Context: an optimization exercise on an open-source flow, tuned for small area, a short achievable clock period and few clock cycles per item. The choices shown serve that exercise and are no tape-out recipe.
In this exercise RTL edits were held to simulation tests only and were not proved equivalent to the original.
Power figures rest on the tool's default switching activity, not on a simulated workload.

## job 5138
// gf_addsub_lanes
module gf_addsub_lanes #(
    parameter int               WIDTH   = 32,
    parameter logic [WIDTH-1:0] MODULUS = 32'hec940e71,
    parameter int               LANES   = 4
) (
    input  logic                     i_clk,
    input  logic                     i_rst,
    input  logic                     i_valid,
    output logic                     o_ready,
    input  logic [1:0]               i_op,
    input  logic [LANES*WIDTH-1:0]   i_a,
    input  logic [LANES*WIDTH-1:0]   i_b,
    output logic                     o_valid,
    input  logic                     i_ready,
    output logic [LANES*WIDTH-1:0]   o_out,
    output logic [LANES-1:0]         o_err
);
Size in the first run: roughly 140 flip-flops, about 16,000 µm² of cells after synthesis.
export LEC_CHECK = 0
export CAP_MARGIN = 20
export CORE_MARGIN = 2
export CORE_UTILIZATION = 40
export CTS_BUF_LIST = sky130_fd_sc_hd__clkbuf_4 sky130_fd_sc_hd__clkbuf_8
export GPL_TIMING_DRIVEN = 0
export SETUP_SLACK_MARGIN = 1.1
export SLEW_MARGIN = 20
create_clock -name core_clock -period 5.5 [get_ports {i_clk}]
standard.sh (not shown) runs the stock make flow with config.mk's settings and CLKGATE_MAP_FILE= SYNTH_SCRIPT=/design/flow/synth_recipe.tcl, a recipe that flattens the netlist after the stock synthesis.
==> flow/flow/run.sh <==
#!/bin/bash
# Layout flow: the standard ORFS flow (standard.sh) with these changes:
#  - the ports get plain sky130_fd_sc_hd__buf_1 buffers instead of delay cells;
#  - if flow/abc.script exists, synthesis maps the logic with that ABC script in place
#    of ORFS's speed script (everything else in the synthesis is the standard flow's own script);
#  - settings in flow/env.sh (if any) are exported before the flow runs.
# Each tool's full output goes to the ORFS logs under orfs/logs; make's own output
# goes to flow_make.log here.
set -euo pipefail
W=$(pwd)
export BUFFER_PORTS_ARGS="-buffer_cell sky130_fd_sc_hd__buf_1"
if [[ -f flow/env.sh ]]; then source flow/env.sh; fi
SYN=$W/synth_recipe.tcl
if [[ -f flow/abc.script ]]; then
  cat > $W/flow_synth.tcl <<EOT
proc abc {args} {
  set i [lsearch -exact \$args -script]
  if {\$i >= 0} { lset args [expr {\$i + 1}] $W/flow/abc.script }
  yosys abc {*}\$args
}
source $W/synth_recipe.tcl
EOT
  SYN=$W/flow_synth.tcl
fi
sed "s#SYNTH_SCRIPT=$W/synth_recipe.tcl#SYNTH_SCRIPT=$SYN#" standard.sh > flow_standard.sh
bash flow_standard.sh > flow_make.log 2>&1
==> flow/flow/env.sh <==
export REMOVE_ABC_BUFFERS=1
Testbench counts of job 5138, summed over its fixed seeds: cycles 12,008, items 12,000.
Setup changes, job 5138 to job 1185
Settings: a change of CTS_BUF_LIST from sky130_fd_sc_hd__clkbuf_4 sky130_fd_sc_hd__clkbuf_8 to sky130_fd_sc_hd__clkbuf_8; a change of GPL_TIMING_DRIVEN from 0 to 1.
Results
Taking job 5138 as the reference, in job 1185 design area moved down; filler-free cell count of the finished design closely matched the old numbers; count of clock-net buffers in the final layout saw little to no change.
Modified inputs, job 8293 compared to job 1185
Settings: swapping 40 for 55 in CORE_UTILIZATION; swapping 1 for 0 in GPL_TIMING_DRIVEN.
Findings:
Relative to job 1185, the y dimension of the die of job 8293 is lower by 14%. [compare] base=job 1185 new=job 8293: final area stayed essentially flat; HPWL after detailed placement went down by 8.3%; part of the cycle the worst path needs grew by 1.1 points. Job 1185 → job 8293: remaining global-route overflow held steady; routed wire length fell by 7.1%; clock-buffer cell count shrank by 4. Between job 8293 and job 1185, overall die area is higher for job 1185, job 8293 comes in under that. Job 1185 → job 8293: post-cts repair resize count +4; critical path depth fell by 2.
For job 2107, these inputs were changed with respect to job 8293:
Settings: swapping 55 for 40 in CORE_UTILIZATION.
## What came out
Looking at wire length of the first global-routing pass, job 2107 sits about 3.4% higher than job 8293 does. In the flow results for job 2107 and job 8293, the total non-filler cell area in the finished layout is larger on job 2107. Route | job 2107 vs job 8293 | wire longer in job 2107. Of the two values seen for start point of the critical path, v_q[37] was produced by job 2107 and v_q[68] by job 8293. Count of buffers not belonging to the clock network in the layout was lower in the run labelled job 8293. Job 2107 against job 8293: design internal power increased about 2.1%; non-filler instance count after layout increased 141; power density over the cells increased 1.5 nW/µm²; placer congestion estimate decreased 0.019; worst setup slack increased 0.030 ns. Going from job 8293 to job 2107, number of buffers inserted by post-CTS setup repair up 11, pin count of the biggest net entering global routing up about 5%.

========
Setup of job 5609:
Another version of the RTL of gf_addsub_lanes (not shown whole).
For scale: about 140 flip-flops, about 400 I/O pins, roughly 19,000 um2 of cells after synthesis.
## gf_addsub_lanes
module gf_addsub_lanes #(
    parameter int               WIDTH   = 32,
    parameter logic [WIDTH-1:0] MODULUS = 32'hec940e71,
    parameter int               LANES   = 4
) (
    input  logic                     i_clk,
    input  logic                     i_rst,
    input  logic                     i_valid,
    output logic                     o_ready,
    input  logic [1:0]               i_op,
    input  logic [LANES*WIDTH-1:0]   i_a,
    input  logic [LANES*WIDTH-1:0]   i_b,
    output logic                     o_valid,
    input  logic                     i_ready,
    output logic [LANES*WIDTH-1:0]   o_out,
    output logic [LANES-1:0]         o_err
);
export LEC_CHECK = 0
export CAP_MARGIN = 20
export CORE_MARGIN = 2
export CORE_UTILIZATION = 40
export GPL_TIMING_DRIVEN = 0
export SETUP_SLACK_MARGIN = 1.0
export SLEW_MARGIN = 20
create_clock -name core_clock -period 5.5 [get_ports {i_clk}]
Scripts as last shown in full above: flow/flow/run.sh
Testbench counts of job 5609, summed over its fixed seeds: cycles 12,008, items 12,000.
Modified inputs, job 7314 compared to job 5609
diff --git a/flow/config.mk b/flow/config.mk
--- a/flow/config.mk
+++ b/flow/config.mk
@@ -10,4 +10,4 @@
 export CORE_UTILIZATION = 40
 export GPL_TIMING_DRIVEN = 0
-export SETUP_SLACK_MARGIN = 1.0
+export SETUP_SLACK_MARGIN = 0.6
 export SLEW_MARGIN = 20
==> comparison <==
Job 5609 -> job 7314: depth of the worst register-to-register path delta 0, exact match
Fraction of power spent switching nets (higher): job 7314
The first-pass GRT wire length of job 7314 falls short of that of job 5609 by 4000 um.
Compared to job 5609, job 7314 reaches a lower achievable clock.
Compared with job 5609, job 7314 shows total wirelength of the detailed-routed design that has gone down by a few percent.
Job 7314 vs job 5609: wire length on met1 down by a few percent
When job 7314 is set beside job 5609, its post-layout minimum cycle time turns out to be 0.34 ns larger.
| largest stage delay on the critical path | higher: job 7314 |
The higher fill cell instance count of the final layout of job 5609 and job 7314 is in job 7314.
Looking at non-clock buffer count, job 7314 sits below job 5609.
Input-level comparison between job 1721 and job 7314:
diff --git a/flow/config.mk b/flow/config.mk
--- a/flow/config.mk
+++ b/flow/config.mk
@@ -10,4 +10,4 @@
 export CORE_UTILIZATION = 40
 export GPL_TIMING_DRIVEN = 0
-export SETUP_SLACK_MARGIN = 0.6
+export SETUP_SLACK_MARGIN = 1.2
 export SLEW_MARGIN = 20
### Flow results
Job 1721 did not stop at any stage, and its layout met the timing, design-rule and antenna checks. Job 1721 vs job 7314 — placer congestion estimate rose 3.1%. Count of cells along the worst register-to-register path was lower in the run labelled job 1721. On number of global-route vias before repair: between job 1721 and job 7314, it ends up lower for job 7314. In job 1721, proportion of total power due to net switching is lower than in job 7314. Compared with job 7314, job 1721 improves worst slew slack as a fraction of its limit.
Relative to job 1721, the following input files were edited for job 8429:
diff --git a/flow/config.mk b/flow/config.mk
--- a/flow/config.mk
+++ b/flow/config.mk
@@ -10,4 +10,4 @@
 export CORE_UTILIZATION = 40
 export GPL_TIMING_DRIVEN = 0
-export SETUP_SLACK_MARGIN = 1.2
+export SETUP_SLACK_MARGIN = 0.2
 export SLEW_MARGIN = 20
Results
- Comparing job 1721 against job 8429, there is no change at all in number of I/O port buffers.
- Total power (lower): job 8429
- Between job 1721 and job 8429, routability-driven placement congestion ratio decreased.
- A slowest cell on the critical path of o311ai_4 is what job 1721 shows, while clkbuf_1 belongs to job 8429.
- Compared with job 1721, job 8429 shows a layout-stage area growth over the synthesis result that is 13 points lower.
The inputs of job 2018 differ from those of job 8429 as listed below.
diff --git a/flow/config.mk b/flow/config.mk
--- a/flow/config.mk
+++ b/flow/config.mk
@@ -10,4 +10,4 @@
 export CORE_UTILIZATION = 40
 export GPL_TIMING_DRIVEN = 0
-export SETUP_SLACK_MARGIN = 0.2
+export SETUP_SLACK_MARGIN = 1.4
 export SLEW_MARGIN = 20
==> comparison <==
Taking job 2018 over job 8429, the first-pass GRT wire length ratio works out to 1.06. Changes observed in job 2018 relative to job 8429: total net switching power shows an increase of about 27%, sequential area share after synthesis shows no meaningful change, synthesis-to-finish area growth shows an increase of 31 points.

-- re-timing with driven ports --
The flow's constraints put no driver on any port. The routed layouts listed below were extracted and timed again, unchanged, in two steps. Step 1: set_driving_cell puts a clkbuf_16 on i_clk and a buf_2 on each other input, an assumption about the parent block. Step 2 times the ports against the registers' clock, not the clock port: input delays grow and output delays shrink by t, the midpoint of the rising clock arrivals with the driver on. a / b / c = ideal ports / drivers / drivers and shift; a / b = the first two.
run | shift t [ns] | slack for setup (ns) | worst setup path at the end | latest minus earliest clock arrival (ns) | worst slew at a driven data input, ns
job 5138 | 0.530 | 1.154 / 1.110 / 0.713 | input to register | 0.019 / 0.019 | 0.09
job 1185 | 0.497 | 1.203 / 1.161 / 0.711 | input to register | 0.016 / 0.016 | 0.10
job 8293 | 0.517 | 1.141 / 1.091 / 0.707 | input to register | 0.018 / 0.018 | 0.10
job 2107 | 0.531 | 1.171 / 1.126 / 0.722 | input to register | 0.018 / 0.018 | 0.08
job 5609 | 0.513 | 1.034 / 0.984 / 0.625 | input to register | 0.014 / 0.014 | 0.12
job 7314 | 0.519 | 0.694 / 0.693 / 0.201 | input to register | 0.012 / 0.012 | 0.10
job 1721 | 0.504 | 1.154 / 1.101 / 0.628 | input to register | 0.012 / 0.012 | 0.12
job 8429 | 0.501 | 0.319 / 0.340 / -0.161 | input to register | 0.013 / 0.014 | 0.12
job 2018 | 0.521 | 1.097 / 1.076 / 0.582 | input to register | 0.010 / 0.010 | 0.11
With both steps, setup timing fails in job 8429, where it was met with ideal ports. For job 1721, which loses most, drivers alone change the setup slack by -0.053 ns; drivers and shift together by -0.526 ns.
